Source: an optimization exercise on an open RTL-to-GDS flow (aim: small area, a short achievable clock period and few clock cycles per item). Production flows keep margins and buffers that such runs may drop. At most, simulation tests tie the RTL to the original design; equivalence was not proved. Only the layout flow was run in run 2; the RTL was not checked for function there. Power is estimated from default activity; no workload was simulated.

==> flow/design.v (outline; a module is shown in full before it is edited, if it fits) <==
// module rsti_front: 54 lines
// module rsti_back: 131 lines
// module rsti_mac_lo: 789 lines
// module rsti_mac_hi: 832 lines
// module radix_string_to_integer_unit: 63 lines
module radix_string_to_integer_unit (
    input  logic                              i_clk,
    input  logic                              i_rst_n,
    input  logic                              i_valid,
    output logic                              o_ready,
    input  logic [7:0]                        i_ch,
    input  logic                              i_first,
    output logic                              o_valid,
    input  logic                              i_ready,
    output logic signed [rsti_pkg::VAL_W-1:0] o_value,
    input  logic                              i_cfg_we,
    input  logic [1:0]                        i_cfg_idx,
    input  logic [rsti_pkg::VAL_W-1:0]        i_cfg_data
);
  // ...
==> flow/run.sh <==
#!/bin/bash
# synth_recipe.tcl (not shown) runs the flow's synth.tcl, then flattens the netlist and writes it again
# the make line also repeats each setting of config.mk as NAME=value (left out here)
make -C /OpenROAD-flow-scripts/flow DESIGN_CONFIG=/design/flow/config.mk WORK_HOME=/design/flow/orfs CLKGATE_MAP_FILE= SYNTH_SCRIPT=/design/flow/synth_recipe.tcl finish
==> flow/config.mk <==
export PLATFORM = sky130hd
export DESIGN_NAME = radix_string_to_integer_unit
export DESIGN_NICKNAME = radix_string_to_integer_unit
export VERILOG_FILES = /design/flow/design.v
export SDC_FILE = /design/flow/constraint.sdc
export NUM_CORES = 4
export LEC_CHECK = 0
export CAP_MARGIN = 20
export CORE_MARGIN = 2
export CORE_UTILIZATION = 40
export PLACE_DENSITY = 0.6
export SETUP_SLACK_MARGIN = 2.5
export SLEW_MARGIN = 20
==> flow/constraint.sdc <==
create_clock -name core_clock -period 6.5 [get_ports {i_clk}]
set_input_delay 1.3000 -clock core_clock [delete_from_list [all_inputs] [get_ports {i_clk}]]
set_output_delay 1.3000 -clock core_clock [all_outputs]
set_load 0.01 [all_outputs]
==> impl_results.html, run 1 <==
<table>
<tr><th>Metric</th><th>Value</th></tr>
<tr><th colspan="2">Worst setup path</th></tr>
<tr><td>Largest stage delay, worst path</td><td>570 ps</td></tr>
<tr><td>CP startpoint kind</td><td>flop</td></tr>
<tr><td>WS Path Type</td><td>flop to flop</td></tr>
<tr><th colspan="2">Floorplanning</th></tr>
<tr><td>Boundary pin count</td><td>146</td></tr>
<tr><td>Number of rows created at floorplan</td><td>84</td></tr>
<tr><td>Placeable Area</td><td>52450 µm²</td></tr>
<tr><th colspan="2">Finish</th></tr>
<tr><td>Final design area excluding fillers</td><td>26550 µm²</td></tr>
<tr><td>Sequential portion of the cell area</td><td>0.1991</td></tr>
<tr><td>Share of cell area taken by multi-input logic gates</td><td>0.6016</td></tr>
<tr><td>Clock buf/inv share</td><td>0.03369</td></tr>
<tr><td>Largest registers</td><td>r_digits_high: 64 flops, r_digits_low: 64 flops, u_back.r_hi: 34 flops</td></tr>
<tr><td>Layout cells sized above 1</td><td>0.1436</td></tr>
<tr><th colspan="2">Clocking</th></tr>
<tr><td>Post_cts resized</td><td>148</td></tr>
<tr><td>Worst-path clk slew</td><td>60 ps</td></tr>
<tr><td>H-tree levels</td><td>1</td></tr>
<tr><td>Clock insertion delay at the later pin of the skew report</td><td>580 ps</td></tr>
<tr><td>Sink Count</td><td>224</td></tr>
<tr><th colspan="2">Synthesis</th></tr>
<tr><td>Post-Syn Area</td><td>21210 µm²</td></tr>
<tr><td>Leading area contributor after synthesis</td><td>sky130_fd_sc_hd__fa_1</td></tr>
<tr><td>Share of the synthesized area in the top cell type</td><td>0.1727</td></tr>
<tr><td>Cell types occupying the most area after synthesis</td><td>sky130_fd_sc_hd__fa_1, sky130_fd_sc_hd__dfxtp_1, sky130_fd_sc_hd__edfxtp_1</td></tr>
<tr><td>Number of enable flip-flop cells after synthesis</td><td>78</td></tr>
<tr><td>Count of cell types in the netlist</td><td>68</td></tr>
<tr><td>Mux contribution to synthesized area</td><td>0.004719</td></tr>
<tr><th colspan="2">Placed design</th></tr>
<tr><td>Placer congestion estimate</td><td>0.8477</td></tr>
<tr><th colspan="2">Global route</th></tr>
<tr><td>Via count of the first global-routing pass</td><td>18359</td></tr>
<tr><td>First-pass GRT wire length</td><td>99.13 mm</td></tr>
<tr><th colspan="2">STA</th></tr>
<tr><td>Post-route fraction of the period consumed by the critical path</td><td>0.6946</td></tr>
<tr><td>Minimum hold slack</td><td>478.8 ps</td></tr>
<tr><td>Clk_skew</td><td>21.05 ps</td></tr>
<tr><th colspan="2">Route</th></tr>
<tr><td>Met3 layer wire length in the routed design</td><td>2.480 mm</td></tr>
<tr><td>DRC violation total after the first TritonRoute iteration</td><td>824</td></tr>
<tr><th colspan="2">Pwr</th></tr>
<tr><td>Internal power of the cells</td><td>4.511 mW</td></tr>
<tr><th colspan="2">Run status</th></tr>
<tr><td>Status</td><td>finished clean</td></tr>
</table>
Testbench counts, summed over its fixed seeds: cycles 18,815, items 18,783.
==> inputs of run 2 (changes only) <==
--- a/flow/design.v
+++ b/flow/design.v
@@ -616,16 +616,378 @@
     logic t382;
     logic t383;
     logic t384;
     logic t385;
     logic t386;
     logic t387;
     logic t388;
     logic t389;
+    logic t390;
+    logic t391;
+    logic t392;
+    logic t393;
+    logic t394;
+    logic t395;
+    logic t396;
+    logic t397;
+    logic t398;
+    logic t399;
+    logic t400;
+    logic t401;
+    logic t402;
+    logic t403;
+    logic t404;
+    logic t405;
+    logic t406;
+    logic t407;
+    logic t408;
+    logic t409;
+    logic t410;
+    logic t411;
+    logic t412;
+    logic t413;
+    logic t414;
+    logic t415;
+    logic t416;
+    logic t417;
+    logic t418;
+    logic t419;
+    logic t420;
+    logic t421;
+    logic t422;
+    logic t423;
+    logic t424;
+    logic t425;
+    logic t426;
+    logic t427;
+    logic t428;
+    logic t429;
+    logic t430;
+    logic t431;
+    logic t432;
+    logic t433;
+    logic t434;
+    logic t435;
+    logic t436;
+    logic t437;
+    logic t438;
+    logic t439;
+    logic t440;
+    logic t441;
+    logic t442;
+    logic t443;
+    logic t444;
+    logic t445;
+    logic t446;
+    logic t447;
+    logic t448;
+    logic t449;
+    logic t450;
+    logic t451;
+    logic t452;
+    logic t453;
+    logic t454;
+    logic t455;
+    logic t456;
+    logic t457;
+    logic t458;
+    logic t459;
+    logic t460;
+    logic t461;
+    logic t462;
+    logic t463;
+    logic t464;
+    logic t465;
+    logic t466;
+    logic t467;
+    logic t468;
+    logic t469;
+    logic t470;
+    logic t471;
+    logic t472;
+    logic t473;
+    logic t474;
+    logic t475;
+    logic t476;
+    logic t477;
+    logic t478;
+    logic t479;
+    logic t480;
+    logic t481;
+    logic t482;
+    logic t483;
+    logic t484;
+    logic t485;
+    logic t486;
+    logic t487;
+    logic t488;
+    logic t489;
+    logic t490;
+    logic t491;
+    logic t492;
+    logic t493;
+    logic t494;
+    logic t495;
+    logic t496;
+    logic t497;
+    logic t498;
+    logic t499;
+    logic t500;
+    logic t501;
+    logic t502;
+    logic t503;
+    logic t504;
+    logic t505;
+    logic t506;
+    logic t507;
+    logic t508;
+    logic t509;
+    logic t510;
+    logic t511;
+    logic t512;
+    logic t513;
+    logic t514;
+    logic t515;
+    logic t516;
+    logic t517;
+    logic t518;
+    logic t519;
+    logic t520;
+    logic t521;
+    logic t522;
+    logic t523;
+    logic t524;
+    logic t525;
+    logic t526;
+    logic t527;
+    logic t528;
+    logic t529;
+    logic t530;
+    logic t531;
+    logic t532;
+    logic t533;
+    logic t534;
+    logic t535;
+    logic t536;
+    logic t537;
+    logic t538;
+    logic t539;
+    logic t540;
+    logic t541;
+    logic t542;
+    logic t543;
+    logic t544;
+    logic t545;
+    logic t546;
+    logic t547;
+    logic t548;
+    logic t549;
+    logic t550;
+    logic t551;
+    logic t552;
+    logic t553;
+    logic t554;
+    logic t555;
+    logic t556;
+    logic t557;
+    logic t558;
+    logic t559;
+    logic t560;
+    logic t561;
+    logic t562;
+    logic t563;
+    logic t564;
+    logic t565;
+    logic t566;
+    logic t567;
+    logic t568;
+    logic t569;
+    logic t570;
+    logic t571;
+    logic t572;
+    logic t573;
+    logic t574;
+    logic t575;
+    logic t576;
+    logic t577;
+    logic t578;
+    logic t579;
+    logic t580;
+    logic t581;
+    logic t582;
+    logic t583;
+    logic t584;
+    logic t585;
+    logic t586;
+    logic t587;
+    logic t588;
+    logic t589;
+    logic t590;
+    logic t591;
+    logic t592;
+    logic t593;
+    logic t594;
+    logic t595;
+    logic t596;
+    logic t597;
+    logic t598;
+    logic t599;
+    logic t600;
+    logic t601;
+    logic t602;
+    logic t603;
+    logic t604;
+    logic t605;
+    logic t606;
+    logic t607;
+    logic t608;
+    logic t609;
+    logic t610;
+    logic t611;
+    logic t612;
+    logic t613;
+    logic t614;
+    logic t615;
+    logic t616;
+    logic t617;
+    logic t618;
+    logic t619;
+    logic t620;
+    logic t621;
+    logic t622;
+    logic t623;
+    logic t624;
+    logic t625;
+    logic t626;
+    logic t627;
+    logic t628;
+    logic t629;
+    logic t630;
+    logic t631;
+    logic t632;
+    logic t633;
+    logic t634;
+    logic t635;
+    logic t636;
+    logic t637;
+    logic t638;
+    logic t639;
+    logic t640;
+    logic t641;
+    logic t642;
+    logic t643;
+    logic t644;
+    logic t645;
+    logic t646;
+    logic t647;
+    logic t648;
+    logic t649;
+    logic t650;
+    logic t651;
+    logic t652;
+    logic t653;
+    logic t654;
+    logic t655;
+    logic t656;
+    logic t657;
+    logic t658;
+    logic t659;
+    logic t660;
+    logic t661;
+    logic t662;
+    logic t663;
+    logic t664;
+    logic t665;
+    logic t666;
+    logic t667;
+    logic t668;
+    logic t669;
+    logic t670;
+    logic t671;
+    logic t672;
+    logic t673;
+    logic t674;
+    logic t675;
+    logic t676;
+    logic t677;
+    logic t678;
+    logic t679;
+    logic t680;
+    logic t681;
+    logic t682;
+    logic t683;
+    logic t684;
+    logic t685;
+    logic t686;
+    logic t687;
+    logic t688;
+    logic t689;
+    logic t690;
+    logic t691;
+    logic t692;
+    logic t693;
+    logic t694;
+    logic t695;
+    logic t696;
+    logic t697;
+    logic t698;
+    logic t699;
+    logic t700;
+    logic t701;
+    logic t702;
+    logic t703;
+    logic t704;
+    logic t705;
+    logic t706;
+    logic t707;
+    logic t708;
+    logic t709;
+    logic t710;
+    logic t711;
+    logic t712;
+    logic t713;
+    logic t714;
+    logic t715;
+    logic t716;
+    logic t717;
+    logic t718;
+    logic t719;
+    logic t720;
+    logic t721;
+    logic t722;
+    logic t723;
+    logic t724;
+    logic t725;
+    logic t726;
+    logic t727;
+    logic t728;
+    logic t729;
+    logic t730;
+    logic t731;
+    logic t732;
+    logic t733;
+    logic t734;
+    logic t735;
+    logic t736;
+    logic t737;
+    logic t738;
+    logic t739;
+    logic t740;
+    logic t741;
+    logic t742;
+    logic t743;
+    logic t744;
+    logic t745;
+    logic t746;
+    logic t747;
+    logic t748;
+    logic t749;
+    logic t750;
+    logic t751;
     assign t0 = i_v[0] & i_r[0];
     assign t1 = i_v[1] & i_r[0];
     assign t2 = i_v[2] & i_r[0];
     assign t3 = i_v[3] & i_r[0];
     assign t4 = i_v[4] & i_r[0];
     assign t5 = i_v[5] & i_r[0];
     assign t6 = i_v[6] & i_r[0];
     assign t7 = i_v[7] & i_r[0];
@@ -1006,17 +1368,413 @@
     assign t382 = t317 ^ t318 ^ t258;
     assign t383 = (t317 & t318) | (t317 & t258) | (t318 & t258);
     assign t384 = t319 ^ t320 ^ t146;
     assign t385 = (t319 & t320) | (t319 & t146) | (t320 & t146);
     assign t386 = t321 ^ t322 ^ t147;
     assign t387 = (t321 & t322) | (t321 & t147) | (t322 & t147);
     assign t388 = t323 ^ t119 ^ t148;
     assign t389 = (t323 & t119) | (t323 & t148) | (t119 & t148);
-    assign o_y = {1'b0 , t389 , t387 , t385 , t383 , t381 , t379 , t377 , t375 , t373 , t371 , t369 , t367 , t365 , t363 , t361 , t359 , t357 , t355 , t353 , t351 , t349 , t347 , t345 , t343 , t341 , t339 , t337 , t335 , t333 , t331 , t329 , t327 , t325 , t324} + {1'b0 , t149 , t388 , t386 , t384 , t382 , t380 , t378 , t376 , t374 , t372 , t370 , t368 , t366 , t364 , t362 , t360 , t358 , t356 , t354 , t352 , t350 , t348 , t346 , t344 , t342 , t340 , t338 , t336 , t334 , t332 , t330 , t328 , t326 , i_e[0]};
+    assign t390 = t324 & i_e[0];
+    assign t391 = t324 ^ i_e[0];
+    assign t392 = t325 & t326;
+    assign t393 = t325 ^ t326;
+    assign t394 = t327 & t328;
+    assign t395 = t327 ^ t328;
+    assign t396 = t329 & t330;
+    assign t397 = t329 ^ t330;
+    assign t398 = t331 & t332;
+    assign t399 = t331 ^ t332;
+    assign t400 = t333 & t334;
+    assign t401 = t333 ^ t334;
+    assign t402 = t335 & t336;
+    assign t403 = t335 ^ t336;
+    assign t404 = t337 & t338;
+    assign t405 = t337 ^ t338;
+    assign t406 = t339 & t340;
+    assign t407 = t339 ^ t340;
+    assign t408 = t341 & t342;
+    assign t409 = t341 ^ t342;
+    assign t410 = t343 & t344;
+    assign t411 = t343 ^ t344;
+    assign t412 = t345 & t346;
+    assign t413 = t345 ^ t346;
+    assign t414 = t347 & t348;
+    assign t415 = t347 ^ t348;
+    assign t416 = t349 & t350;
+    assign t417 = t349 ^ t350;
+    assign t418 = t351 & t352;
+    assign t419 = t351 ^ t352;
+    assign t420 = t353 & t354;
+    assign t421 = t353 ^ t354;
+    assign t422 = t355 & t356;
+    assign t423 = t355 ^ t356;
+    assign t424 = t357 & t358;
+    assign t425 = t357 ^ t358;
+    assign t426 = t359 & t360;
+    assign t427 = t359 ^ t360;
+    assign t428 = t361 & t362;
+    assign t429 = t361 ^ t362;
+    assign t430 = t363 & t364;
+    assign t431 = t363 ^ t364;
+    assign t432 = t365 & t366;
+    assign t433 = t365 ^ t366;
+    assign t434 = t367 & t368;
+    assign t435 = t367 ^ t368;
+    assign t436 = t369 & t370;
+    assign t437 = t369 ^ t370;
+    assign t438 = t371 & t372;
+    assign t439 = t371 ^ t372;
+    assign t440 = t373 & t374;
+    assign t441 = t373 ^ t374;
+    assign t442 = t375 & t376;
+    assign t443 = t375 ^ t376;
+    assign t444 = t377 & t378;
+    assign t445 = t377 ^ t378;
+    assign t446 = t379 & t380;
+    assign t447 = t379 ^ t380;
+    assign t448 = t381 & t382;
+    assign t449 = t381 ^ t382;
+    assign t450 = t383 & t384;
+    assign t451 = t383 ^ t384;
+    assign t452 = t385 & t386;
+    assign t453 = t385 ^ t386;
+    assign t454 = t387 & t388;
+    assign t455 = t387 ^ t388;
+    assign t456 = t389 & t149;
+    assign t457 = t389 ^ t149;
+    assign t458 = t392 | (t393 & t390);
+    assign t459 = t394 | (t395 & t392);
+    assign t460 = t395 & t393;
+    assign t461 = t396 | (t397 & t394);
+    assign t462 = t397 & t395;
+    assign t463 = t398 | (t399 & t396);
+    assign t464 = t399 & t397;
+    assign t465 = t400 | (t401 & t398);
+    assign t466 = t401 & t399;
+    assign t467 = t402 | (t403 & t400);
+    assign t468 = t403 & t401;
+    assign t469 = t404 | (t405 & t402);
+    assign t470 = t405 & t403;
+    assign t471 = t406 | (t407 & t404);
+    assign t472 = t407 & t405;
+    assign t473 = t408 | (t409 & t406);
+    assign t474 = t409 & t407;
+    assign t475 = t410 | (t411 & t408);
+    assign t476 = t411 & t409;
+    assign t477 = t412 | (t413 & t410);
+    assign t478 = t413 & t411;
+    assign t479 = t414 | (t415 & t412);
+    assign t480 = t415 & t413;
+    assign t481 = t416 | (t417 & t414);
+    assign t482 = t417 & t415;
+    assign t483 = t418 | (t419 & t416);
+    assign t484 = t419 & t417;
+    assign t485 = t420 | (t421 & t418);
+    assign t486 = t421 & t419;
+    assign t487 = t422 | (t423 & t420);
+    assign t488 = t423 & t421;
+    assign t489 = t424 | (t425 & t422);
+    assign t490 = t425 & t423;
+    assign t491 = t426 | (t427 & t424);
+    assign t492 = t427 & t425;
+    assign t493 = t428 | (t429 & t426);
+    assign t494 = t429 & t427;
+    assign t495 = t430 | (t431 & t428);
+    assign t496 = t431 & t429;
+    assign t497 = t432 | (t433 & t430);
+    assign t498 = t433 & t431;
+    assign t499 = t434 | (t435 & t432);
+    assign t500 = t435 & t433;
+    assign t501 = t436 | (t437 & t434);
+    assign t502 = t437 & t435;
+    assign t503 = t438 | (t439 & t436);
+    assign t504 = t439 & t437;
+    assign t505 = t440 | (t441 & t438);
+    assign t506 = t441 & t439;
+    assign t507 = t442 | (t443 & t440);
+    assign t508 = t443 & t441;
+    assign t509 = t444 | (t445 & t442);
+    assign t510 = t445 & t443;
+    assign t511 = t446 | (t447 & t444);
+    assign t512 = t447 & t445;
+    assign t513 = t448 | (t449 & t446);
+    assign t514 = t449 & t447;
+    assign t515 = t450 | (t451 & t448);
+    assign t516 = t451 & t449;
+    assign t517 = t452 | (t453 & t450);
+    assign t518 = t453 & t451;
+    assign t519 = t454 | (t455 & t452);
+    assign t520 = t455 & t453;
+    assign t521 = t456 | (t457 & t454);
+    assign t522 = t457 & t455;
+    assign t523 = 1'b0 | (1'b0 & t456);
+    assign t524 = 1'b0 & t457;
+    assign t525 = t459 | (t460 & t390);
+    assign t526 = t461 | (t462 & t458);
+    assign t527 = t463 | (t464 & t459);
+    assign t528 = t464 & t460;
+    assign t529 = t465 | (t466 & t461);
+    assign t530 = t466 & t462;
+    assign t531 = t467 | (t468 & t463);
+    assign t532 = t468 & t464;
+    assign t533 = t469 | (t470 & t465);
+    assign t534 = t470 & t466;
+    assign t535 = t471 | (t472 & t467);
+    assign t536 = t472 & t468;
+    assign t537 = t473 | (t474 & t469);
+    assign t538 = t474 & t470;
+    assign t539 = t475 | (t476 & t471);
+    assign t540 = t476 & t472;
+    assign t541 = t477 | (t478 & t473);
+    assign t542 = t478 & t474;
+    assign t543 = t479 | (t480 & t475);
+    assign t544 = t480 & t476;
+    assign t545 = t481 | (t482 & t477);
+    assign t546 = t482 & t478;
+    assign t547 = t483 | (t484 & t479);
+    assign t548 = t484 & t480;
+    assign t549 = t485 | (t486 & t481);
+    assign t550 = t486 & t482;
+    assign t551 = t487 | (t488 & t483);
+    assign t552 = t488 & t484;
+    assign t553 = t489 | (t490 & t485);
+    assign t554 = t490 & t486;
+    assign t555 = t491 | (t492 & t487);
+    assign t556 = t492 & t488;
+    assign t557 = t493 | (t494 & t489);
+    assign t558 = t494 & t490;
+    assign t559 = t495 | (t496 & t491);
+    assign t560 = t496 & t492;
+    assign t561 = t497 | (t498 & t493);
+    assign t562 = t498 & t494;
+    assign t563 = t499 | (t500 & t495);
+    assign t564 = t500 & t496;
+    assign t565 = t501 | (t502 & t497);
+    assign t566 = t502 & t498;
+    assign t567 = t503 | (t504 & t499);
+    assign t568 = t504 & t500;
+    assign t569 = t505 | (t506 & t501);
+    assign t570 = t506 & t502;
+    assign t571 = t507 | (t508 & t503);
+    assign t572 = t508 & t504;
+    assign t573 = t509 | (t510 & t505);
+    assign t574 = t510 & t506;
+    assign t575 = t511 | (t512 & t507);
+    assign t576 = t512 & t508;
+    assign t577 = t513 | (t514 & t509);
+    assign t578 = t514 & t510;
+    assign t579 = t515 | (t516 & t511);
+    assign t580 = t516 & t512;
+    assign t581 = t517 | (t518 & t513);
+    assign t582 = t518 & t514;
+    assign t583 = t519 | (t520 & t515);
+    assign t584 = t520 & t516;
+    assign t585 = t521 | (t522 & t517);
+    assign t586 = t522 & t518;
+    assign t587 = t523 | (t524 & t519);
+    assign t588 = t524 & t520;
+    assign t589 = t527 | (t528 & t390);
+    assign t590 = t529 | (t530 & t458);
+    assign t591 = t531 | (t532 & t525);
+    assign t592 = t533 | (t534 & t526);
+    assign t593 = t535 | (t536 & t527);
+    assign t594 = t536 & t528;
+    assign t595 = t537 | (t538 & t529);
+    assign t596 = t538 & t530;
+    assign t597 = t539 | (t540 & t531);
+    assign t598 = t540 & t532;
+    assign t599 = t541 | (t542 & t533);
+    assign t600 = t542 & t534;
+    assign t601 = t543 | (t544 & t535);
+    assign t602 = t544 & t536;
+    assign t603 = t545 | (t546 & t537);
+    assign t604 = t546 & t538;
+    assign t605 = t547 | (t548 & t539);
+    assign t606 = t548 & t540;
+    assign t607 = t549 | (t550 & t541);
+    assign t608 = t550 & t542;
+    assign t609 = t551 | (t552 & t543);
+    assign t610 = t552 & t544;
+    assign t611 = t553 | (t554 & t545);
+    assign t612 = t554 & t546;
+    assign t613 = t555 | (t556 & t547);
+    assign t614 = t556 & t548;
+    assign t615 = t557 | (t558 & t549);
+    assign t616 = t558 & t550;
+    assign t617 = t559 | (t560 & t551);
+    assign t618 = t560 & t552;
+    assign t619 = t561 | (t562 & t553);
+    assign t620 = t562 & t554;
+    assign t621 = t563 | (t564 & t555);
+    assign t622 = t564 & t556;
+    assign t623 = t565 | (t566 & t557);
+    assign t624 = t566 & t558;
+    assign t625 = t567 | (t568 & t559);
+    assign t626 = t568 & t560;
+    assign t627 = t569 | (t570 & t561);
+    assign t628 = t570 & t562;
+    assign t629 = t571 | (t572 & t563);
+    assign t630 = t572 & t564;
+    assign t631 = t573 | (t574 & t565);
+    assign t632 = t574 & t566;
+    assign t633 = t575 | (t576 & t567);
+    assign t634 = t576 & t568;
+    assign t635 = t577 | (t578 & t569);
+    assign t636 = t578 & t570;
+    assign t637 = t579 | (t580 & t571);
+    assign t638 = t580 & t572;
+    assign t639 = t581 | (t582 & t573);
+    assign t640 = t582 & t574;
+    assign t641 = t583 | (t584 & t575);
+    assign t642 = t584 & t576;
+    assign t643 = t585 | (t586 & t577);
+    assign t644 = t586 & t578;
+    assign t645 = t587 | (t588 & t579);
+    assign t646 = t588 & t580;
+    assign t647 = t593 | (t594 & t390);
+    assign t648 = t595 | (t596 & t458);
+    assign t649 = t597 | (t598 & t525);
+    assign t650 = t599 | (t600 & t526);
+    assign t651 = t601 | (t602 & t589);
+    assign t652 = t603 | (t604 & t590);
+    assign t653 = t605 | (t606 & t591);
+    assign t654 = t607 | (t608 & t592);
+    assign t655 = t609 | (t610 & t593);
+    assign t656 = t610 & t594;
+    assign t657 = t611 | (t612 & t595);
+    assign t658 = t612 & t596;
+    assign t659 = t613 | (t614 & t597);
+    assign t660 = t614 & t598;
+    assign t661 = t615 | (t616 & t599);
+    assign t662 = t616 & t600;
+    assign t663 = t617 | (t618 & t601);
+    assign t664 = t618 & t602;
+    assign t665 = t619 | (t620 & t603);
+    assign t666 = t620 & t604;
+    assign t667 = t621 | (t622 & t605);
+    assign t668 = t622 & t606;
+    assign t669 = t623 | (t624 & t607);
+    assign t670 = t624 & t608;
+    assign t671 = t625 | (t626 & t609);
+    assign t672 = t626 & t610;
+    assign t673 = t627 | (t628 & t611);
+    assign t674 = t628 & t612;
+    assign t675 = t629 | (t630 & t613);
+    assign t676 = t630 & t614;
+    assign t677 = t631 | (t632 & t615);
+    assign t678 = t632 & t616;
+    assign t679 = t633 | (t634 & t617);
+    assign t680 = t634 & t618;
+    assign t681 = t635 | (t636 & t619);
+    assign t682 = t636 & t620;
+    assign t683 = t637 | (t638 & t621);
+    assign t684 = t638 & t622;
+    assign t685 = t639 | (t640 & t623);
+    assign t686 = t640 & t624;
+    assign t687 = t641 | (t642 & t625);
+    assign t688 = t642 & t626;
+    assign t689 = t643 | (t644 & t627);
+    assign t690 = t644 & t628;
+    assign t691 = t645 | (t646 & t629);
+    assign t692 = t646 & t630;
+    assign t693 = t655 | (t656 & t390);
+    assign t694 = t657 | (t658 & t458);
+    assign t695 = t659 | (t660 & t525);
+    assign t696 = t661 | (t662 & t526);
+    assign t697 = t663 | (t664 & t589);
+    assign t698 = t665 | (t666 & t590);
+    assign t699 = t667 | (t668 & t591);
+    assign t700 = t669 | (t670 & t592);
+    assign t701 = t671 | (t672 & t647);
+    assign t702 = t673 | (t674 & t648);
+    assign t703 = t675 | (t676 & t649);
+    assign t704 = t677 | (t678 & t650);
+    assign t705 = t679 | (t680 & t651);
+    assign t706 = t681 | (t682 & t652);
+    assign t707 = t683 | (t684 & t653);
+    assign t708 = t685 | (t686 & t654);
+    assign t709 = t687 | (t688 & t655);
+    assign t710 = t688 & t656;
+    assign t711 = t689 | (t690 & t657);
+    assign t712 = t690 & t658;
+    assign t713 = t691 | (t692 & t659);
+    assign t714 = t692 & t660;
+    assign t715 = t709 | (t710 & t390);
+    assign t716 = t711 | (t712 & t458);
+    assign t717 = t713 | (t714 & t525);
+    assign t718 = t393 ^ t390;
+    assign t719 = t395 ^ t458;
+    assign t720 = t397 ^ t525;
+    assign t721 = t399 ^ t526;
+    assign t722 = t401 ^ t589;
+    assign t723 = t403 ^ t590;
+    assign t724 = t405 ^ t591;
+    assign t725 = t407 ^ t592;
+    assign t726 = t409 ^ t647;
+    assign t727 = t411 ^ t648;
+    assign t728 = t413 ^ t649;
+    assign t729 = t415 ^ t650;
+    assign t730 = t417 ^ t651;
+    assign t731 = t419 ^ t652;
+    assign t732 = t421 ^ t653;
+    assign t733 = t423 ^ t654;
+    assign t734 = t425 ^ t693;
+    assign t735 = t427 ^ t694;
+    assign t736 = t429 ^ t695;
+    assign t737 = t431 ^ t696;
+    assign t738 = t433 ^ t697;
+    assign t739 = t435 ^ t698;
+    assign t740 = t437 ^ t699;
+    assign t741 = t439 ^ t700;
+    assign t742 = t441 ^ t701;
+    assign t743 = t443 ^ t702;
+    assign t744 = t445 ^ t703;
+    assign t745 = t447 ^ t704;
+    assign t746 = t449 ^ t705;
+    assign t747 = t451 ^ t706;
+    assign t748 = t453 ^ t707;
+    assign t749 = t455 ^ t708;
+    assign t750 = t457 ^ t715;
+    assign t751 = 1'b0 ^ t716;
+    assign o_y[0] = t391;
+    assign o_y[1] = t718;
+    assign o_y[2] = t719;
+    assign o_y[3] = t720;
+    assign o_y[4] = t721;
+    assign o_y[5] = t722;
+    assign o_y[6] = t723;
+    assign o_y[7] = t724;
+    assign o_y[8] = t725;
+    assign o_y[9] = t726;
+    assign o_y[10] = t727;
+    assign o_y[11] = t728;
+    assign o_y[12] = t729;
+    assign o_y[13] = t730;
+    assign o_y[14] = t731;
+    assign o_y[15] = t732;
+    assign o_y[16] = t733;
+    assign o_y[17] = t734;
+    assign o_y[18] = t735;
+    assign o_y[19] = t736;
+    assign o_y[20] = t737;
+    assign o_y[21] = t738;
+    assign o_y[22] = t739;
+    assign o_y[23] = t740;
+    assign o_y[24] = t741;
+    assign o_y[25] = t742;
+    assign o_y[26] = t743;
+    assign o_y[27] = t744;
+    assign o_y[28] = t745;
+    assign o_y[29] = t746;
+    assign o_y[30] = t747;
+    assign o_y[31] = t748;
+    assign o_y[32] = t749;
+    assign o_y[33] = t750;
+    assign o_y[34] = t751;
 endmodule
 module rsti_mac_hi (
     input  logic [33:0] i_v,
     input  logic [4:0] i_r,
     input  logic [4:0] i_c,
     output logic [33:0] o_y
 );
     logic t0;
@@ -1426,16 +2184,366 @@
     logic t404;
     logic t405;
     logic t406;
     logic t407;
     logic t408;
     logic t409;
     logic t410;
     logic t411;
+    logic t412;
+    logic t413;
+    logic t414;
+    logic t415;
+    logic t416;
+    logic t417;
+    logic t418;
+    logic t419;
+    logic t420;
+    logic t421;
+    logic t422;
+    logic t423;
+    logic t424;
+    logic t425;
+    logic t426;
+    logic t427;
+    logic t428;
+    logic t429;
+    logic t430;
+    logic t431;
+    logic t432;
+    logic t433;
+    logic t434;
+    logic t435;
+    logic t436;
+    logic t437;
+    logic t438;
+    logic t439;
+    logic t440;
+    logic t441;
+    logic t442;
+    logic t443;
+    logic t444;
+    logic t445;
+    logic t446;
+    logic t447;
+    logic t448;
+    logic t449;
+    logic t450;
+    logic t451;
+    logic t452;
+    logic t453;
+    logic t454;
+    logic t455;
+    logic t456;
+    logic t457;
+    logic t458;
+    logic t459;
+    logic t460;
+    logic t461;
+    logic t462;
+    logic t463;
+    logic t464;
+    logic t465;
+    logic t466;
+    logic t467;
+    logic t468;
+    logic t469;
+    logic t470;
+    logic t471;
+    logic t472;
+    logic t473;
+    logic t474;
+    logic t475;
+    logic t476;
+    logic t477;
+    logic t478;
+    logic t479;
+    logic t480;
+    logic t481;
+    logic t482;
+    logic t483;
+    logic t484;
+    logic t485;
+    logic t486;
+    logic t487;
+    logic t488;
+    logic t489;
+    logic t490;
+    logic t491;
+    logic t492;
+    logic t493;
+    logic t494;
+    logic t495;
+    logic t496;
+    logic t497;
+    logic t498;
+    logic t499;
+    logic t500;
+    logic t501;
+    logic t502;
+    logic t503;
+    logic t504;
+    logic t505;
+    logic t506;
+    logic t507;
+    logic t508;
+    logic t509;
+    logic t510;
+    logic t511;
+    logic t512;
+    logic t513;
+    logic t514;
+    logic t515;
+    logic t516;
+    logic t517;
+    logic t518;
+    logic t519;
+    logic t520;
+    logic t521;
+    logic t522;
+    logic t523;
+    logic t524;
+    logic t525;
+    logic t526;
+    logic t527;
+    logic t528;
+    logic t529;
+    logic t530;
+    logic t531;
+    logic t532;
+    logic t533;
+    logic t534;
+    logic t535;
+    logic t536;
+    logic t537;
+    logic t538;
+    logic t539;
+    logic t540;
+    logic t541;
+    logic t542;
+    logic t543;
+    logic t544;
+    logic t545;
+    logic t546;
+    logic t547;
+    logic t548;
+    logic t549;
+    logic t550;
+    logic t551;
+    logic t552;
+    logic t553;
+    logic t554;
+    logic t555;
+    logic t556;
+    logic t557;
+    logic t558;
+    logic t559;
+    logic t560;
+    logic t561;
+    logic t562;
+    logic t563;
+    logic t564;
+    logic t565;
+    logic t566;
+    logic t567;
+    logic t568;
+    logic t569;
+    logic t570;
+    logic t571;
+    logic t572;
+    logic t573;
+    logic t574;
+    logic t575;
+    logic t576;
+    logic t577;
+    logic t578;
+    logic t579;
+    logic t580;
+    logic t581;
+    logic t582;
+    logic t583;
+    logic t584;
+    logic t585;
+    logic t586;
+    logic t587;
+    logic t588;
+    logic t589;
+    logic t590;
+    logic t591;
+    logic t592;
+    logic t593;
+    logic t594;
+    logic t595;
+    logic t596;
+    logic t597;
+    logic t598;
+    logic t599;
+    logic t600;
+    logic t601;
+    logic t602;
+    logic t603;
+    logic t604;
+    logic t605;
+    logic t606;
+    logic t607;
+    logic t608;
+    logic t609;
+    logic t610;
+    logic t611;
+    logic t612;
+    logic t613;
+    logic t614;
+    logic t615;
+    logic t616;
+    logic t617;
+    logic t618;
+    logic t619;
+    logic t620;
+    logic t621;
+    logic t622;
+    logic t623;
+    logic t624;
+    logic t625;
+    logic t626;
+    logic t627;
+    logic t628;
+    logic t629;
+    logic t630;
+    logic t631;
+    logic t632;
+    logic t633;
+    logic t634;
+    logic t635;
+    logic t636;
+    logic t637;
+    logic t638;
+    logic t639;
+    logic t640;
+    logic t641;
+    logic t642;
+    logic t643;
+    logic t644;
+    logic t645;
+    logic t646;
+    logic t647;
+    logic t648;
+    logic t649;
+    logic t650;
+    logic t651;
+    logic t652;
+    logic t653;
+    logic t654;
+    logic t655;
+    logic t656;
+    logic t657;
+    logic t658;
+    logic t659;
+    logic t660;
+    logic t661;
+    logic t662;
+    logic t663;
+    logic t664;
+    logic t665;
+    logic t666;
+    logic t667;
+    logic t668;
+    logic t669;
+    logic t670;
+    logic t671;
+    logic t672;
+    logic t673;
+    logic t674;
+    logic t675;
+    logic t676;
+    logic t677;
+    logic t678;
+    logic t679;
+    logic t680;
+    logic t681;
+    logic t682;
+    logic t683;
+    logic t684;
+    logic t685;
+    logic t686;
+    logic t687;
+    logic t688;
+    logic t689;
+    logic t690;
+    logic t691;
+    logic t692;
+    logic t693;
+    logic t694;
+    logic t695;
+    logic t696;
+    logic t697;
+    logic t698;
+    logic t699;
+    logic t700;
+    logic t701;
+    logic t702;
+    logic t703;
+    logic t704;
+    logic t705;
+    logic t706;
+    logic t707;
+    logic t708;
+    logic t709;
+    logic t710;
+    logic t711;
+    logic t712;
+    logic t713;
+    logic t714;
+    logic t715;
+    logic t716;
+    logic t717;
+    logic t718;
+    logic t719;
+    logic t720;
+    logic t721;
+    logic t722;
+    logic t723;
+    logic t724;
+    logic t725;
+    logic t726;
+    logic t727;
+    logic t728;
+    logic t729;
+    logic t730;
+    logic t731;
+    logic t732;
+    logic t733;
+    logic t734;
+    logic t735;
+    logic t736;
+    logic t737;
+    logic t738;
+    logic t739;
+    logic t740;
+    logic t741;
+    logic t742;
+    logic t743;
+    logic t744;
+    logic t745;
+    logic t746;
+    logic t747;
+    logic t748;
+    logic t749;
+    logic t750;
+    logic t751;
+    logic t752;
+    logic t753;
+    logic t754;
+    logic t755;
+    logic t756;
+    logic t757;
+    logic t758;
+    logic t759;
+    logic t760;
+    logic t761;
     assign t0 = i_v[0] & i_r[0];
     assign t1 = i_v[1] & i_r[0];
     assign t2 = i_v[2] & i_r[0];
     assign t3 = i_v[3] & i_r[0];
     assign t4 = i_v[4] & i_r[0];
     assign t5 = i_v[5] & i_r[0];
     assign t6 = i_v[6] & i_r[0];
     assign t7 = i_v[7] & i_r[0];
@@ -1838,17 +2946,400 @@
     assign t404 = t337 ^ t338 ^ t268;
     assign t405 = (t337 & t338) | (t337 & t268) | (t338 & t268);
     assign t406 = t339 ^ t340 ^ t272;
     assign t407 = (t339 & t340) | (t339 & t272) | (t340 & t272);
     assign t408 = t341 ^ t342 ^ t276;
     assign t409 = (t341 & t342) | (t341 & t276) | (t342 & t276);
     assign t410 = t343 ^ t344 ^ t280;
     assign t411 = (t343 & t344) | (t343 & t280) | (t344 & t280);
-    assign o_y = {t409 , t407 , t405 , t403 , t401 , t399 , t397 , t395 , t393 , t391 , t389 , t387 , t385 , t383 , t381 , t379 , t377 , t375 , t373 , t371 , t369 , t367 , t365 , t363 , t361 , t359 , t357 , t355 , t353 , t351 , t349 , t347 , t346 , t0} + {t410 , t408 , t406 , t404 , t402 , t400 , t398 , t396 , t394 , t392 , t390 , t388 , t386 , t384 , t382 , t380 , t378 , t376 , t374 , t372 , t370 , t368 , t366 , t364 , t362 , t360 , t358 , t356 , t354 , t352 , t350 , t348 , i_c[1] , i_c[0]};
+    assign t412 = t0 & i_c[0];
+    assign t413 = t0 ^ i_c[0];
+    assign t414 = t346 & i_c[1];
+    assign t415 = t346 ^ i_c[1];
+    assign t416 = t347 & t348;
+    assign t417 = t347 ^ t348;
+    assign t418 = t349 & t350;
+    assign t419 = t349 ^ t350;
+    assign t420 = t351 & t352;
+    assign t421 = t351 ^ t352;
+    assign t422 = t353 & t354;
+    assign t423 = t353 ^ t354;
+    assign t424 = t355 & t356;
+    assign t425 = t355 ^ t356;
+    assign t426 = t357 & t358;
+    assign t427 = t357 ^ t358;
+    assign t428 = t359 & t360;
+    assign t429 = t359 ^ t360;
+    assign t430 = t361 & t362;
+    assign t431 = t361 ^ t362;
+    assign t432 = t363 & t364;
+    assign t433 = t363 ^ t364;
+    assign t434 = t365 & t366;
+    assign t435 = t365 ^ t366;
+    assign t436 = t367 & t368;
+    assign t437 = t367 ^ t368;
+    assign t438 = t369 & t370;
+    assign t439 = t369 ^ t370;
+    assign t440 = t371 & t372;
+    assign t441 = t371 ^ t372;
+    assign t442 = t373 & t374;
+    assign t443 = t373 ^ t374;
+    assign t444 = t375 & t376;
+    assign t445 = t375 ^ t376;
+    assign t446 = t377 & t378;
+    assign t447 = t377 ^ t378;
+    assign t448 = t379 & t380;
+    assign t449 = t379 ^ t380;
+    assign t450 = t381 & t382;
+    assign t451 = t381 ^ t382;
+    assign t452 = t383 & t384;
+    assign t453 = t383 ^ t384;
+    assign t454 = t385 & t386;
+    assign t455 = t385 ^ t386;
+    assign t456 = t387 & t388;
+    assign t457 = t387 ^ t388;
+    assign t458 = t389 & t390;
+    assign t459 = t389 ^ t390;
+    assign t460 = t391 & t392;
+    assign t461 = t391 ^ t392;
+    assign t462 = t393 & t394;
+    assign t463 = t393 ^ t394;
+    assign t464 = t395 & t396;
+    assign t465 = t395 ^ t396;
+    assign t466 = t397 & t398;
+    assign t467 = t397 ^ t398;
+    assign t468 = t399 & t400;
+    assign t469 = t399 ^ t400;
+    assign t470 = t401 & t402;
+    assign t471 = t401 ^ t402;
+    assign t472 = t403 & t404;
+    assign t473 = t403 ^ t404;
+    assign t474 = t405 & t406;
+    assign t475 = t405 ^ t406;
+    assign t476 = t407 & t408;
+    assign t477 = t407 ^ t408;
+    assign t478 = t409 & t410;
+    assign t479 = t409 ^ t410;
+    assign t480 = t414 | (t415 & t412);
+    assign t481 = t416 | (t417 & t414);
+    assign t482 = t417 & t415;
+    assign t483 = t418 | (t419 & t416);
+    assign t484 = t419 & t417;
+    assign t485 = t420 | (t421 & t418);
+    assign t486 = t421 & t419;
+    assign t487 = t422 | (t423 & t420);
+    assign t488 = t423 & t421;
+    assign t489 = t424 | (t425 & t422);
+    assign t490 = t425 & t423;
+    assign t491 = t426 | (t427 & t424);
+    assign t492 = t427 & t425;
+    assign t493 = t428 | (t429 & t426);
+    assign t494 = t429 & t427;
+    assign t495 = t430 | (t431 & t428);
+    assign t496 = t431 & t429;
+    assign t497 = t432 | (t433 & t430);
+    assign t498 = t433 & t431;
+    assign t499 = t434 | (t435 & t432);
+    assign t500 = t435 & t433;
+    assign t501 = t436 | (t437 & t434);
+    assign t502 = t437 & t435;
+    assign t503 = t438 | (t439 & t436);
+    assign t504 = t439 & t437;
+    assign t505 = t440 | (t441 & t438);
+    assign t506 = t441 & t439;
+    assign t507 = t442 | (t443 & t440);
+    assign t508 = t443 & t441;
+    assign t509 = t444 | (t445 & t442);
+    assign t510 = t445 & t443;
+    assign t511 = t446 | (t447 & t444);
+    assign t512 = t447 & t445;
+    assign t513 = t448 | (t449 & t446);
+    assign t514 = t449 & t447;
+    assign t515 = t450 | (t451 & t448);
+    assign t516 = t451 & t449;
+    assign t517 = t452 | (t453 & t450);
+    assign t518 = t453 & t451;
+    assign t519 = t454 | (t455 & t452);
+    assign t520 = t455 & t453;
+    assign t521 = t456 | (t457 & t454);
+    assign t522 = t457 & t455;
+    assign t523 = t458 | (t459 & t456);
+    assign t524 = t459 & t457;
+    assign t525 = t460 | (t461 & t458);
+    assign t526 = t461 & t459;
+    assign t527 = t462 | (t463 & t460);
+    assign t528 = t463 & t461;
+    assign t529 = t464 | (t465 & t462);
+    assign t530 = t465 & t463;
+    assign t531 = t466 | (t467 & t464);
+    assign t532 = t467 & t465;
+    assign t533 = t468 | (t469 & t466);
+    assign t534 = t469 & t467;
+    assign t535 = t470 | (t471 & t468);
+    assign t536 = t471 & t469;
+    assign t537 = t472 | (t473 & t470);
+    assign t538 = t473 & t471;
+    assign t539 = t474 | (t475 & t472);
+    assign t540 = t475 & t473;
+    assign t541 = t476 | (t477 & t474);
+    assign t542 = t477 & t475;
+    assign t543 = t478 | (t479 & t476);
+    assign t544 = t479 & t477;
+    assign t545 = t481 | (t482 & t412);
+    assign t546 = t483 | (t484 & t480);
+    assign t547 = t485 | (t486 & t481);
+    assign t548 = t486 & t482;
+    assign t549 = t487 | (t488 & t483);
+    assign t550 = t488 & t484;
+    assign t551 = t489 | (t490 & t485);
+    assign t552 = t490 & t486;
+    assign t553 = t491 | (t492 & t487);
+    assign t554 = t492 & t488;
+    assign t555 = t493 | (t494 & t489);
+    assign t556 = t494 & t490;
+    assign t557 = t495 | (t496 & t491);
+    assign t558 = t496 & t492;
+    assign t559 = t497 | (t498 & t493);
+    assign t560 = t498 & t494;
+    assign t561 = t499 | (t500 & t495);
+    assign t562 = t500 & t496;
+    assign t563 = t501 | (t502 & t497);
+    assign t564 = t502 & t498;
+    assign t565 = t503 | (t504 & t499);
+    assign t566 = t504 & t500;
+    assign t567 = t505 | (t506 & t501);
+    assign t568 = t506 & t502;
+    assign t569 = t507 | (t508 & t503);
+    assign t570 = t508 & t504;
+    assign t571 = t509 | (t510 & t505);
+    assign t572 = t510 & t506;
+    assign t573 = t511 | (t512 & t507);
+    assign t574 = t512 & t508;
+    assign t575 = t513 | (t514 & t509);
+    assign t576 = t514 & t510;
+    assign t577 = t515 | (t516 & t511);
+    assign t578 = t516 & t512;
+    assign t579 = t517 | (t518 & t513);
+    assign t580 = t518 & t514;
+    assign t581 = t519 | (t520 & t515);
+    assign t582 = t520 & t516;
+    assign t583 = t521 | (t522 & t517);
+    assign t584 = t522 & t518;
+    assign t585 = t523 | (t524 & t519);
+    assign t586 = t524 & t520;
+    assign t587 = t525 | (t526 & t521);
+    assign t588 = t526 & t522;
+    assign t589 = t527 | (t528 & t523);
+    assign t590 = t528 & t524;
+    assign t591 = t529 | (t530 & t525);
+    assign t592 = t530 & t526;
+    assign t593 = t531 | (t532 & t527);
+    assign t594 = t532 & t528;
+    assign t595 = t533 | (t534 & t529);
+    assign t596 = t534 & t530;
+    assign t597 = t535 | (t536 & t531);
+    assign t598 = t536 & t532;
+    assign t599 = t537 | (t538 & t533);
+    assign t600 = t538 & t534;
+    assign t601 = t539 | (t540 & t535);
+    assign t602 = t540 & t536;
+    assign t603 = t541 | (t542 & t537);
+    assign t604 = t542 & t538;
+    assign t605 = t543 | (t544 & t539);
+    assign t606 = t544 & t540;
+    assign t607 = t547 | (t548 & t412);
+    assign t608 = t549 | (t550 & t480);
+    assign t609 = t551 | (t552 & t545);
+    assign t610 = t553 | (t554 & t546);
+    assign t611 = t555 | (t556 & t547);
+    assign t612 = t556 & t548;
+    assign t613 = t557 | (t558 & t549);
+    assign t614 = t558 & t550;
+    assign t615 = t559 | (t560 & t551);
+    assign t616 = t560 & t552;
+    assign t617 = t561 | (t562 & t553);
+    assign t618 = t562 & t554;
+    assign t619 = t563 | (t564 & t555);
+    assign t620 = t564 & t556;
+    assign t621 = t565 | (t566 & t557);
+    assign t622 = t566 & t558;
+    assign t623 = t567 | (t568 & t559);
+    assign t624 = t568 & t560;
+    assign t625 = t569 | (t570 & t561);
+    assign t626 = t570 & t562;
+    assign t627 = t571 | (t572 & t563);
+    assign t628 = t572 & t564;
+    assign t629 = t573 | (t574 & t565);
+    assign t630 = t574 & t566;
+    assign t631 = t575 | (t576 & t567);
+    assign t632 = t576 & t568;
+    assign t633 = t577 | (t578 & t569);
+    assign t634 = t578 & t570;
+    assign t635 = t579 | (t580 & t571);
+    assign t636 = t580 & t572;
+    assign t637 = t581 | (t582 & t573);
+    assign t638 = t582 & t574;
+    assign t639 = t583 | (t584 & t575);
+    assign t640 = t584 & t576;
+    assign t641 = t585 | (t586 & t577);
+    assign t642 = t586 & t578;
+    assign t643 = t587 | (t588 & t579);
+    assign t644 = t588 & t580;
+    assign t645 = t589 | (t590 & t581);
+    assign t646 = t590 & t582;
+    assign t647 = t591 | (t592 & t583);
+    assign t648 = t592 & t584;
+    assign t649 = t593 | (t594 & t585);
+    assign t650 = t594 & t586;
+    assign t651 = t595 | (t596 & t587);
+    assign t652 = t596 & t588;
+    assign t653 = t597 | (t598 & t589);
+    assign t654 = t598 & t590;
+    assign t655 = t599 | (t600 & t591);
+    assign t656 = t600 & t592;
+    assign t657 = t601 | (t602 & t593);
+    assign t658 = t602 & t594;
+    assign t659 = t603 | (t604 & t595);
+    assign t660 = t604 & t596;
+    assign t661 = t605 | (t606 & t597);
+    assign t662 = t606 & t598;
+    assign t663 = t611 | (t612 & t412);
+    assign t664 = t613 | (t614 & t480);
+    assign t665 = t615 | (t616 & t545);
+    assign t666 = t617 | (t618 & t546);
+    assign t667 = t619 | (t620 & t607);
+    assign t668 = t621 | (t622 & t608);
+    assign t669 = t623 | (t624 & t609);
+    assign t670 = t625 | (t626 & t610);
+    assign t671 = t627 | (t628 & t611);
+    assign t672 = t628 & t612;
+    assign t673 = t629 | (t630 & t613);
+    assign t674 = t630 & t614;
+    assign t675 = t631 | (t632 & t615);
+    assign t676 = t632 & t616;
+    assign t677 = t633 | (t634 & t617);
+    assign t678 = t634 & t618;
+    assign t679 = t635 | (t636 & t619);
+    assign t680 = t636 & t620;
+    assign t681 = t637 | (t638 & t621);
+    assign t682 = t638 & t622;
+    assign t683 = t639 | (t640 & t623);
+    assign t684 = t640 & t624;
+    assign t685 = t641 | (t642 & t625);
+    assign t686 = t642 & t626;
+    assign t687 = t643 | (t644 & t627);
+    assign t688 = t644 & t628;
+    assign t689 = t645 | (t646 & t629);
+    assign t690 = t646 & t630;
+    assign t691 = t647 | (t648 & t631);
+    assign t692 = t648 & t632;
+    assign t693 = t649 | (t650 & t633);
+    assign t694 = t650 & t634;
+    assign t695 = t651 | (t652 & t635);
+    assign t696 = t652 & t636;
+    assign t697 = t653 | (t654 & t637);
+    assign t698 = t654 & t638;
+    assign t699 = t655 | (t656 & t639);
+    assign t700 = t656 & t640;
+    assign t701 = t657 | (t658 & t641);
+    assign t702 = t658 & t642;
+    assign t703 = t659 | (t660 & t643);
+    assign t704 = t660 & t644;
+    assign t705 = t661 | (t662 & t645);
+    assign t706 = t662 & t646;
+    assign t707 = t671 | (t672 & t412);
+    assign t708 = t673 | (t674 & t480);
+    assign t709 = t675 | (t676 & t545);
+    assign t710 = t677 | (t678 & t546);
+    assign t711 = t679 | (t680 & t607);
+    assign t712 = t681 | (t682 & t608);
+    assign t713 = t683 | (t684 & t609);
+    assign t714 = t685 | (t686 & t610);
+    assign t715 = t687 | (t688 & t663);
+    assign t716 = t689 | (t690 & t664);
+    assign t717 = t691 | (t692 & t665);
+    assign t718 = t693 | (t694 & t666);
+    assign t719 = t695 | (t696 & t667);
+    assign t720 = t697 | (t698 & t668);
+    assign t721 = t699 | (t700 & t669);
+    assign t722 = t701 | (t702 & t670);
+    assign t723 = t703 | (t704 & t671);
+    assign t724 = t704 & t672;
+    assign t725 = t705 | (t706 & t673);
+    assign t726 = t706 & t674;
+    assign t727 = t723 | (t724 & t412);
+    assign t728 = t725 | (t726 & t480);
+    assign t729 = t415 ^ t412;
+    assign t730 = t417 ^ t480;
+    assign t731 = t419 ^ t545;
+    assign t732 = t421 ^ t546;
+    assign t733 = t423 ^ t607;
+    assign t734 = t425 ^ t608;
+    assign t735 = t427 ^ t609;
+    assign t736 = t429 ^ t610;
+    assign t737 = t431 ^ t663;
+    assign t738 = t433 ^ t664;
+    assign t739 = t435 ^ t665;
+    assign t740 = t437 ^ t666;
+    assign t741 = t439 ^ t667;
+    assign t742 = t441 ^ t668;
+    assign t743 = t443 ^ t669;
+    assign t744 = t445 ^ t670;
+    assign t745 = t447 ^ t707;
+    assign t746 = t449 ^ t708;
+    assign t747 = t451 ^ t709;
+    assign t748 = t453 ^ t710;
+    assign t749 = t455 ^ t711;
+    assign t750 = t457 ^ t712;
+    assign t751 = t459 ^ t713;
+    assign t752 = t461 ^ t714;
+    assign t753 = t463 ^ t715;
+    assign t754 = t465 ^ t716;
+    assign t755 = t467 ^ t717;
+    assign t756 = t469 ^ t718;
+    assign t757 = t471 ^ t719;
+    assign t758 = t473 ^ t720;
+    assign t759 = t475 ^ t721;
+    assign t760 = t477 ^ t722;
+    assign t761 = t479 ^ t727;
+    assign o_y[0] = t413;
+    assign o_y[1] = t729;
+    assign o_y[2] = t730;
+    assign o_y[3] = t731;
+    assign o_y[4] = t732;
+    assign o_y[5] = t733;
+    assign o_y[6] = t734;
+    assign o_y[7] = t735;
+    assign o_y[8] = t736;
+    assign o_y[9] = t737;
+    assign o_y[10] = t738;
+    assign o_y[11] = t739;
+    assign o_y[12] = t740;
+    assign o_y[13] = t741;
+    assign o_y[14] = t742;
+    assign o_y[15] = t743;
+    assign o_y[16] = t744;
+    assign o_y[17] = t745;
+    assign o_y[18] = t746;
+    assign o_y[19] = t747;
+    assign o_y[20] = t748;
+    assign o_y[21] = t749;
+    assign o_y[22] = t750;
+    assign o_y[23] = t751;
+    assign o_y[24] = t752;
+    assign o_y[25] = t753;
+    assign o_y[26] = t754;
+    assign o_y[27] = t755;
+    assign o_y[28] = t756;
+    assign o_y[29] = t757;
+    assign o_y[30] = t758;
+    assign o_y[31] = t759;
+    assign o_y[32] = t760;
+    assign o_y[33] = t761;
 endmodule
 module radix_string_to_integer_unit (
     input  logic                              i_clk,
     input  logic                              i_rst_n,
     input  logic                              i_valid,
     output logic                              o_ready,
     input  logic [7:0]                        i_ch,
     input  logic                              i_first,
==> impl_results.html, run 2 <==
<table>
<tr><th>Metric</th><th>Value</th></tr>
<tr><th colspan="2">Clocking</th></tr>
<tr><td>Clock buffer depth</td><td>3</td></tr>
<tr><td>Total clock buffers created by CTS</td><td>29</td></tr>
<tr><td>Worst-path clk slew</td><td>60 ps (about the same)</td></tr>
<tr><td>Clock insertion delay at the later pin of the skew report</td><td>590 ps (about the same)</td></tr>
<tr><td>TritonCTS clock tree</td><td>yes</td></tr>
<tr><td>Sink Count</td><td>224 (unchanged)</td></tr>
<tr><td>H-tree levels</td><td>1 (unchanged)</td></tr>
<tr><td>Clock root cell</td><td>sky130_fd_sc_hd__clkbuf_16</td></tr>
<tr><th colspan="2">Synthesis</th></tr>
<tr><td>Number of enable flip-flop cells after synthesis</td><td>78 (unchanged)</td></tr>
<tr><td>Synthesis warning total</td><td>3</td></tr>
<tr><td>Synth top cells by count</td><td>sky130_fd_sc_hd__nand2_1, sky130_fd_sc_hd__inv_1, sky130_fd_sc_hd__and2_1, sky130_fd_sc_hd__fa_1, sky130_fd_sc_hd__xor2_1</td></tr>
<tr><td>Count of cell types in the netlist</td><td>68 (unchanged)</td></tr>
<tr><td>Commonest register cell after synthesis</td><td>sky130_fd_sc_hd__dfxtp_1</td></tr>
<tr><td>Post-synthesis sequential area ratio</td><td>0.2438</td></tr>
<tr><td>Cell types occupying the most area after synthesis</td><td>sky130_fd_sc_hd__fa_1, sky130_fd_sc_hd__dfxtp_1, sky130_fd_sc_hd__edfxtp_1</td></tr>
<tr><td>Post-Synthesis Cells</td><td>2542</td></tr>
<tr><td>Fraction of synthesis flops using an asynchronous set or reset pin</td><td>0</td></tr>
<tr><td>Leading area contributor after synthesis</td><td>sky130_fd_sc_hd__fa_1</td></tr>
<tr><td>Yosys reg bits</td><td>224</td></tr>
<tr><td>Average cell area after synthesis</td><td>8.496 µm²</td></tr>
<tr><td>Mapped Nets</td><td>2936</td></tr>
<tr><td>Share of the synthesized area in the top cell type</td><td>0.1696 (-0.003102)</td></tr>
<tr><td>Post-Syn Area</td><td>21600 µm² (+1.8%)</td></tr>
<tr><td>Library cell with the highest instance count after synthesis</td><td>sky130_fd_sc_hd__nand2_1</td></tr>
<tr><th colspan="2">STA</th></tr>
<tr><td>Final hold violations</td><td>0</td></tr>
<tr><td>Post-route fraction of the period consumed by the critical path</td><td>0.7179 (+0.02328)</td></tr>
<tr><td>Final WS setup</td><td>1834 ps</td></tr>
<tr><td>Maximum achievable frequency</td><td>214.3 MHz</td></tr>
<tr><td>Tightest slew margin relative to the limit</td><td>0.1984</td></tr>
<tr><td>Setup repair after global routing missed its margin</td><td>true</td></tr>
<tr><td>Worst Max-Slew Pin Slew</td><td>1172 ps</td></tr>
<tr><td>Final worst path period need</td><td>4666 ps</td></tr>
<tr><td>Clk_skew</td><td>16.00 ps (-5.045 ps)</td></tr>
<tr><td>Number of max-slew violations in the final report</td><td>0</td></tr>
<tr><td>Final setup violating endpoints</td><td>0</td></tr>
<tr><td>Setup TNS</td><td>0 ps</td></tr>
<tr><th colspan="2">Finish</th></tr>
<tr><td>Final design area excluding fillers</td><td>27120 µm² (+2.1%)</td></tr>
<tr><td>Leading cell types in the layout, fill and taps excluded</td><td>sky130_fd_sc_hd__nand2_1, sky130_fd_sc_hd__inv_1, sky130_fd_sc_hd__and2_1, sky130_fd_sc_hd__fa_1, sky130_fd_sc_hd__xor2_1</td></tr>
<tr><td>Area growth from synthesis to layout</td><td>25.59%</td></tr>
<tr><td>Largest registers</td><td>r_digits_high: 64 flops, r_digits_low: 64 flops, u_back.r_hi: 34 flops</td></tr>
<tr><td>Fillcell total</td><td>4958</td></tr>
<tr><td>Layout cells sized above 1</td><td>0.1520 (+0.008412)</td></tr>
<tr><td>Most frequent standard cell in the layout excluding fill and tap cells</td><td>sky130_fd_sc_hd__nand2_1</td></tr>
<tr><td>Final-stage net count</td><td>3128</td></tr>
<tr><th colspan="2">Pwr</th></tr>
<tr><td>Max IR drop VDD</td><td>0.2170 mV</td></tr>
<tr><td>P_leak</td><td>11.58 nW</td></tr>
<tr><td>PD cells</td><td>275.0 nW/µm²</td></tr>
<tr><th colspan="2">Global route</th></tr>
<tr><td>Number of antenna violations at the first check in global routing</td><td>2</td></tr>
<tr><td>Largest net degree at the start of global routing</td><td>82</td></tr>
<tr><td>Via count of the first global-routing pass</td><td>19088 (+4.0%)</td></tr>
<tr><td>Global router's overall resource usage</td><td>0.2261</td></tr>
<tr><td>Remaining Overflow, GRT</td><td>0</td></tr>
<tr><td>First-pass GRT wire length</td><td>102.4 mm (+3.3%)</td></tr>
<tr><th colspan="2">Route</th></tr>
<tr><td>Routed wire length per instance</td><td>18.52 µm</td></tr>
<tr><td>Wire length reported by the detailed router</td><td>63.97 mm</td></tr>
<tr><td>DR vias/cell</td><td>5.387</td></tr>
<tr><td>Remaining antenna violation count after routing</td><td>0</td></tr>
<tr><td>Iteration count of the initial detailed-routing pass</td><td>5</td></tr>
<tr><td>DRC violation total after the first TritonRoute iteration</td><td>1007 (+22%)</td></tr>
<tr><td>Number of remaining DRC errors</td><td>0</td></tr>
<tr><td>Vias</td><td>18607</td></tr>
<tr><th colspan="2">Run status</th></tr>
<tr><td>Status</td><td>finished clean</td></tr>
<tr><th colspan="2">Worst setup path</th></tr>
<tr><td>Req. time, crit path</td><td>6820 ps</td></tr>
<tr><td>Data arrival time of the worst path</td><td>4990 ps</td></tr>
<tr><td>WS Path Type</td><td>flop to flop</td></tr>
<tr><td>CP startpoint kind</td><td>flop</td></tr>
<tr><td>Critical Path Fanout Max</td><td>6</td></tr>
<tr><td>Kind of end point of the critical path</td><td>flop</td></tr>
<tr><th colspan="2">Placed design</th></tr>
<tr><td>Post-detailed-placement half-perimeter wirelength</td><td>43.06 mm</td></tr>
<tr><td>Area after detailed placement</td><td>23980 µm²</td></tr>
<tr><td>Count of input and output buffers</td><td>145</td></tr>
<tr><td>Placer congestion estimate</td><td>0.8853 (+4.4%)</td></tr>
<tr><td>Setup WS pre-CTS</td><td>1237 ps</td></tr>
<tr><th colspan="2">Floorplanning</th></tr>
<tr><td>Placeable Area</td><td>53600 µm² (+2.2%)</td></tr>
<tr><td>Die Y</td><td>236.4 µm</td></tr>
<tr><td>Number of rows created at floorplan</td><td>85 (+1.2%)</td></tr>
<tr><td>Die Area</td><td>55870 µm²</td></tr>
<tr><td>Boundary pin count</td><td>146 (unchanged)</td></tr>
<tr><td>Starting density of the core</td><td>0.4029</td></tr>
<tr><td>Chip width</td><td>236.4 µm</td></tr>
<tr><th colspan="2">Run</th></tr>
<tr><td>Maximum Capacitance Violations</td><td>0</td></tr>
<tr><th colspan="2">Worst hold path</th></tr>
<tr><td>Path category of the worst min-delay check</td><td>flop to flop</td></tr>
</table>
## run 2: final cells by class
class | instances | area [µm²] | share of cell area
Multi-Input combinational cell | 1931 | 16200 | 0.5972
Sequential cell | 224 | 5288 | 0.1949
Timing Repair Buffer | 290 | 2867 | 0.1057
Inverter | 258 | 974.7 | 0.03594
Tap cell | 696 | 870.8 | 0.03211
Clock buffer | 37 | 785.8 | 0.02897
Clock inverter | 17 | 136.4 | 0.005028
Antenna cell | 1 | 2.502 | 0.00009226
## run 2: path summary, 6_finish.rpt
| kind | to | from | depth (start not counted) | slack (ps) |
|---|---|---|---|---|
| worst max-delay path | u_back.r_hi[32] | r_radix[0] | 18 | 1830 |
| worst min-delay path | r_digits_high[33] | r_digits_high[33] | 2 | 480 |
| worst max register to register | u_back.r_hi[32] | r_radix[0] | 18 | 1830 |
| worst min register to register | r_digits_high[33] | r_digits_high[33] | 2 | 480 |
## run 2: through the flow
stage / utilization / power (mW) / hold slack (ps) / cells
after CTS: 0.4887 / 6.971 / 485.1 / 3409
after detailed placement: 0.4474 / 4.927 / 474.1 / 3285
after global routing: 0.5060 / 7.947 / 504.7 / 3454
after floorplan: - / 4.107 / 453.8 / 2542
after global placement: 0.4474 / 4.873 / 468.6 / 3285
final: 0.5060 / 7.460 / 481.1 / 3454
## run 2: timing repair
item,in CTS,in global routing
cloned,3,0
hold buffers,0,0
pin swaps,102,97
setup buffers,67,44
endpoints found under the setup margin,108,56
gates resized for setup,172,134
## run 2: cell families (layout without fill, tap and decap cells)
logic type	Yosys count	after routing	share of synthesized area
buf+inv	387	602	0.06819
compound gates	427	427	0.1331
mux	11	11	0.005156
other cells	0	1	0
xor+xnor	235	235	0.09530
simple gates	944	944	0.2090
flops	224	224	0.2438
fa+ha+maj	314	314	0.2455
## run 2: metal layers
| layer | GRT usage | wire length (µm) | up-vias |
|---|---|---|---|
| met5 | 0 | 0 | - |
| met4 | 0.07652 | 2206 | 0 |
| met3 | 0.03090 | 3573 | 130 |
| met2 | 0.3906 | 31120 | 587 |
| met1 | 0.2901 | 27080 | 9133 |
| li1 | - | - | 8757 |
## run 2: worst max-delay path: stages, from the launching register on
cell and delay, ps:
sky130_fd_sc_hd__dfxtp_4 440, sky130_fd_sc_hd__buf_6 130, sky130_fd_sc_hd__buf_12 100, sky130_fd_sc_hd__buf_8 100, sky130_fd_sc_hd__buf_16 130, sky130_fd_sc_hd__nand2_4 50
sky130_fd_sc_hd__fa_1 480, sky130_fd_sc_hd__inv_1 50, sky130_fd_sc_hd__fa_2 520, sky130_fd_sc_hd__fa_1 440, sky130_fd_sc_hd__ha_4 350, sky130_fd_sc_hd__clkinvlp_4 160
sky130_fd_sc_hd__nor3_4 190, sky130_fd_sc_hd__nand3_2 150, sky130_fd_sc_hd__a31oi_4 280, sky130_fd_sc_hd__o2111ai_2 190, sky130_fd_sc_hd__a21oi_2 220, sky130_fd_sc_hd__nor3_1 60
sky130_fd_sc_hd__or3b_1 350
## run 2: power by group
part           internal [mW]  leakage (nW)  switching [mW]  total [mW]
logic                   1.97          9.19            2.11        4.07
clock network          0.897         0.452           0.679        1.58
registers               1.66          1.94           0.153        1.81

==> static timing again, ports no longer ideal <==
In the flow no input, the clock included, has a driving cell. The finished layouts below were timed again as built, in two steps.
Step 1 (the two cells are an assumption about what drives the block):
set clk [get_ports {i_clk}]
set_driving_cell -lib_cell sky130_fd_sc_hd__clkbuf_16 $clk
set_driving_cell -lib_cell sky130_fd_sc_hd__buf_2 [delete_from_list [all_inputs] $clk]
Step 2 also shifts input and output timing later by t, the mid clock arrival at the registers, as if the neighbouring blocks saw the same clock.
Slacks: no drivers / after step 1 / after step 2; pairs: no drivers / after step 1.
run | t (ns) | setup WS [ns] | worst setup path at the end
run 1 | 0.616 | 1.985 / 1.985 / 1.985 | register to register
run 2 | 0.631 | 1.834 / 1.834 / 1.834 | register to register
After both steps every run listed still meets setup and hold.
